What follows belongs to an exercise in optimizing a design on an open flow for small area, a short achievable clock period and few clock cycles; a production flow would make more cautious choices.
In this exercise RTL edits were held to simulation tests only and were not proved equivalent to the original.

## elgamal_byte_verifier_top
module elgamal_byte_verifier_top (
   input  logic                              clock,
   input  logic                              reset,
   input  logic                              req_valid,
   output logic                              req_ready,
   input  logic [72:0]                       req_data,
   output logic                              rsp_valid,
   input  logic                              rsp_ready,
   output logic [2:0]                        rsp_data,
   input  logic                              psel,
   input  logic                              penable,
   input  logic                              pwrite,
   input  logic [3:0]                        paddr,
   input  logic [31:0]                       pwdata,
   output logic [31:0]                       prdata,
   output logic                              pready
);
Size: ~4,000 cells after synthesis, about 410 flip-flops, roughly 150 I/O pins, about 0.035 mm² of cells after synthesis.
export LEC_CHECK = 0
export CAP_MARGIN = 30
export CORE_MARGIN = 2
export CORE_UTILIZATION = 55
export SETUP_SLACK_MARGIN = 3.2
export SLEW_MARGIN = 30
export TNS_END_PERCENT = 10
create_clock -name core_clock -period 8.0 [get_ports {clock}]
run.sh (not shown) runs the stock make flow with config.mk's settings and CLKGATE_MAP_FILE= SYNTH_SCRIPT=/design/flow/synth_recipe.tcl, a recipe that flattens the netlist after the stock synthesis.
The first run finished clean.
Testbench counts at the start, summed over its fixed seeds: cycles 305,692.
Then changed:
- CORE_UTILIZATION: 55 -> 60
- TNS_END_PERCENT: 10 -> default
The new run ran to the end with no violations; routed wire length goes down by 2.9%; core utilization goes up by 6.1 points; global-route usage goes up by 1.9 points; non-clock buffer count goes up by 31; area after synthesis is unchanged.
Then changed:
==> flow/flow/run.sh (new file) <==
#!/bin/bash
# Layout flow: the standard flow with two sizing changes. Ports are still
# buffered, but with buf_4 cells instead of the flow's default choice, and the
# resizer may pick any cell of the same function when it sizes, not only
# cells of the same footprint. The whole make output goes to standard.log.
set -euo pipefail
bash standard.sh MATCH_CELL_FOOTPRINT=0 \
   "BUFFER_PORTS_ARGS=-buffer_cell sky130_fd_sc_hd__buf_4" finish > standard.log 2>&1
==> flow/standard.sh (new file) <==
#!/bin/bash
# synth_recipe.tcl (not shown) runs the flow's synth.tcl, then flattens the netlist and writes it again
# the make line also repeats each setting of config.mk as NAME=value (left out here)
make -C /OpenROAD-flow-scripts/flow DESIGN_CONFIG=/design/flow/config.mk WORK_HOME=/design/flow/orfs CLKGATE_MAP_FILE= SYNTH_SCRIPT=/design/flow/synth_recipe.tcl "${@:-finish}"
removed: flow/run.sh
Result: Core utilization came out lower by 1.1 points. Fmax came out lower by 0.94%. Via count came out lower by 0.61%. Count of clock-buffer cells in the layout came out lower by 8. Global-route usage came out higher by 0.59 points. Cell area came out lower by 1.5%.

* * *

before:
elgamal_byte_verifier_top, a different RTL version from the one above (not shown whole).
For scale: roughly 4,000 cells after synthesis, ~450 flip-flops, roughly 150 I/O pins, about 35,000 sq um of cells after synthesis.
Settings: LEC_CHECK=0, CAP_MARGIN=30, CORE_MARGIN=2, CORE_UTILIZATION=60, SETUP_SLACK_MARGIN=3.2, SLEW_MARGIN=30; clock period 8.0 ns.
standard.sh (not shown) runs the stock make flow with config.mk's settings and CLKGATE_MAP_FILE= SYNTH_SCRIPT=/design/flow/synth_recipe.tcl, a recipe that flattens the netlist after the stock synthesis.
==> flow/flow/run.sh <==
#!/bin/bash
# Layout flow: the standard flow, but letting the resizer pick any cell
# of the same function when it sizes (not only cells of the same footprint).
set -euo pipefail
bash standard.sh MATCH_CELL_FOOTPRINT=0 finish > standard.log 2>&1
before finished every stage and its layout cleared the timing, DRC and antenna checks.
Testbench counts of before, summed over its fixed seeds: cycles 305,692.
What after does differently from before at the input level:
==> flow/run.sh (new file) <==
#!/bin/bash
# synth_recipe.tcl (not shown) runs the flow's synth.tcl, then flattens the netlist and writes it again
# the make line also repeats each setting of config.mk as NAME=value (left out here)
make -C /OpenROAD-flow-scripts/flow DESIGN_CONFIG=/design/flow/config.mk WORK_HOME=/design/flow/orfs CLKGATE_MAP_FILE= SYNTH_SCRIPT=/design/flow/synth_recipe.tcl finish
removed: flow/flow/run.sh
removed: flow/standard.sh
Notes after the runs:
The flow did not stop early for after: all stages ran, and the layout cleared the timing, DRC and antenna checks.
In the reports for after and before, the larger fraction of standard cell area in multi-input logic belongs to before.
From before to after the numbers moved as follows: post-layout instance area comparable, shortest period the worst path allows shrank by 72 ps, sequential cell area in the final layout was more or less identical.
after vs. before: worst setup slack went up by 72 ps.
Any difference in wire length between after and before is small enough to ignore.

* * *

Another version of the RTL of elgamal_byte_verifier_top (not shown whole).
For scale: about 4000 cells after synthesis, ~450 flip-flops, ~150 I/O pins, roughly 35000 µm² of cells after synthesis.
export LEC_CHECK = 0
export CAP_MARGIN = 30
export CORE_MARGIN = 2
export CORE_UTILIZATION = 60
export SETUP_SLACK_MARGIN = 3.2
export SLEW_MARGIN = 30
create_clock -name core_clock -period 8.0 [get_ports {clock}]
run.sh (not shown) runs the stock make flow with config.mk's settings and CLKGATE_MAP_FILE= SYNTH_SCRIPT=/design/flow/synth_recipe.tcl, a recipe that flattens the netlist after the stock synthesis.
Stock flow here: none of the scripts above is used.
Testbench counts at the start, summed over its fixed seeds: cycles 339,608.
Next try:
Settings changed: CORE_UTILIZATION 60 to 40, SETUP_SLACK_MARGIN 3.2 to 3.0.
Effect:
- hold slack is about the same
- count of clock-buffer cells in the layout stays the same
- utilization drops by 22 points
- critical path depth climbs by 13
- worst setup slack is worse by 0.20 ns
- register-to-register slack is worse by 0.27 ns
- global-route usage drops by 15 points
- flip-flop and latch count is unchanged
- design area climbs by 1.0%
- wire length drops by 3.4%

* * *

elgamal_byte_verifier_top, a different RTL version from the one above (not shown whole).
Size in the first run: ~4200 cells after synthesis, roughly 440 flip-flops, ~35000 µm² of cells after synthesis.
==> flow/design.v (excerpt) <==
module elgamal_byte_verifier_top (
   input  logic                              clock,
   input  logic                              reset,
   input  logic                              req_valid,
   output logic                              req_ready,
   input  logic [72:0]                       req_data,
   output logic                              rsp_valid,
   input  logic                              rsp_ready,
   output logic [2:0]                        rsp_data,
   input  logic                              psel,
   input  logic                              penable,
   input  logic                              pwrite,
   input  logic [3:0]                        paddr,
   input  logic [31:0]                       pwdata,
   output logic [31:0]                       prdata,
   output logic                              pready
);
==> flow/config.mk <==
export PLATFORM = sky130hd
export DESIGN_NAME = elgamal_byte_verifier_top
export DESIGN_NICKNAME = elgamal_byte_verifier_top
export VERILOG_FILES = /design/flow/design.v
export SDC_FILE = /design/flow/constraint.sdc
export NUM_CORES = 4
export LEC_CHECK = 0
export CAP_MARGIN = 30
export CORE_MARGIN = 2
export CORE_UTILIZATION = 55
export SETUP_SLACK_MARGIN = 3.2
export SLEW_MARGIN = 30
export TNS_END_PERCENT = 10
==> flow/constraint.sdc <==
create_clock -name core_clock -period 8.0 [get_ports {clock}]
set_input_delay 1.6000 -clock core_clock [delete_from_list [all_inputs] [get_ports {clock}]]
set_output_delay 1.6000 -clock core_clock [all_outputs]
set_load 0.01 [all_outputs]
standard.sh (not shown) runs the stock make flow with config.mk's settings and CLKGATE_MAP_FILE= SYNTH_SCRIPT=/design/flow/synth_recipe.tcl, a recipe that flattens the netlist after the stock synthesis.
==> flow/flow/run.sh <==
#!/bin/bash
# Layout flow: the standard flow with two sizing changes. Ports are still
# buffered, but with buf_4 cells instead of the flow's default choice, and the
# resizer may pick any cell of the same function when it sizes, not only
# cells of the same footprint. The whole make output goes to standard.log.
set -euo pipefail
bash standard.sh MATCH_CELL_FOOTPRINT=0 \
   "BUFFER_PORTS_ARGS=-buffer_cell sky130_fd_sc_hd__buf_4" finish > standard.log 2>&1
The first run finished with timing, DRC and antenna clean.
Testbench counts at the start, summed over its fixed seeds: cycles 305,692.
Then changed:
CORE_UTILIZATION = 50   (was 55)
SETUP_SLACK_MARGIN = 3.4   (was 3.2)
TNS_END_PERCENT = not set   (was 10)
After rerunning: Via count falls by 1.2%. Wire length barely changes. Cell count rises by 2.7%.

* * *

Setup of old:
elgamal_byte_verifier_top again, from the RTL that the note above started with.
export LEC_CHECK = 0
export CAP_MARGIN = 30
export CORE_MARGIN = 2
export CORE_UTILIZATION = 55
export SETUP_SLACK_MARGIN = 3.2
export SLEW_MARGIN = 30
create_clock -name core_clock -period 8.0 [get_ports {clock}]
Scripts as last shown in full above: flow/flow/run.sh
old | stages: all done | timing, DRC, antenna: all pass
Testbench counts of old, summed over its fixed seeds: cycles 305,692.
> inputs changed (old -> new)
Settings: CORE_UTILIZATION: 55 -> 50; SETUP_SLACK_MARGIN: 3.2 -> 3.6.
met2 demand-to-capacity share in global routing down 3.9 points in new wrt old
Of new and old, new shows the lower clock-buffer cell count, with old above it.
Routed wire length (new over old): increase, 2.6%
The clock distribution area overhead in the final layout was comparable across new and old.
When new is set beside old, its floorplan die area turns out to be about 10% larger.
Re y dimension of the die: old was lower than new.
Compared with old, in new synthesis-to-finish area growth rose by 6.0 points; number of antenna violations at the first check in global routing rose by 1.
Looking only at starting density of the core, and setting everything else aside, the lower value of new and old goes to new.

==> what the ideal ports hide <==
In the flow no input, the clock included, has a driving cell. The finished layouts below were timed again as built, in two steps. Step 1 sets driving cells, clkbuf_16 on the clock port and buf_2 on the other inputs (assumed; they add their load-dependent delay and slew). Step 2 moves the port delays by t, midway between the first and last clock arrival at a register: inputs arrive t later, outputs are due t later. That takes back most of the time a late clock gives input paths. Three values: no drivers, after step 1, after step 2; two values: the first two.
run | t (ns) | setup WS [ns] | worst hold slack (ns) | worst register clock-pin slew, ns | cell pins on the clock port's net
the first run of note 1 | 0.678 | 2.962 / 2.962 / 2.727 | 0.465 / 0.465 / 0.465 | 0.07 / 0.07 | 1
the second run of note 1 | 0.663 | 2.845 / 2.845 / 2.639 | 0.469 / 0.469 / 0.469 | 0.07 / 0.07 | 1
the third run of note 1 | 0.674 | 2.796 / 2.796 / 2.796 | 0.465 / 0.465 / 0.465 | 0.07 / 0.07 | 1
before | 0.696 | 2.958 / 2.958 / 2.848 | 0.444 / 0.444 / 0.444 | 0.07 / 0.07 | 1
after | 0.708 | 3.030 / 3.030 / 2.910 | 0.449 / 0.449 / 0.449 | 0.07 / 0.07 | 1
the first run of note 3 | 0.697 | 3.246 / 3.221 / 3.221 | 0.458 / 0.458 / 0.458 | 0.07 / 0.07 | 1
the second run of note 3 | 0.694 | 3.045 / 3.020 / 3.020 | 0.457 / 0.457 / 0.457 | 0.07 / 0.07 | 1
the first run of note 4 | 0.698 | 3.142 / 3.117 / 3.117 | 0.429 / 0.429 / 0.429 | 0.07 / 0.07 | 1
the second run of note 4 | 0.701 | 3.436 / 3.425 / 3.425 | 0.441 / 0.441 / 0.441 | 0.07 / 0.07 | 1
old | 0.695 | 3.194 / 3.194 / 3.194 | 0.428 / 0.428 / 0.428 | 0.07 / 0.07 | 1
new | 0.697 | 3.501 / 3.501 / 3.501 | 0.452 / 0.452 / 0.452 | 0.07 / 0.07 | 1
After both steps setup and hold are still met in every run listed. The setup slack of the first run of note 1, which loses most, moves by 0.000 ns with the drivers and by -0.235 ns with both steps.
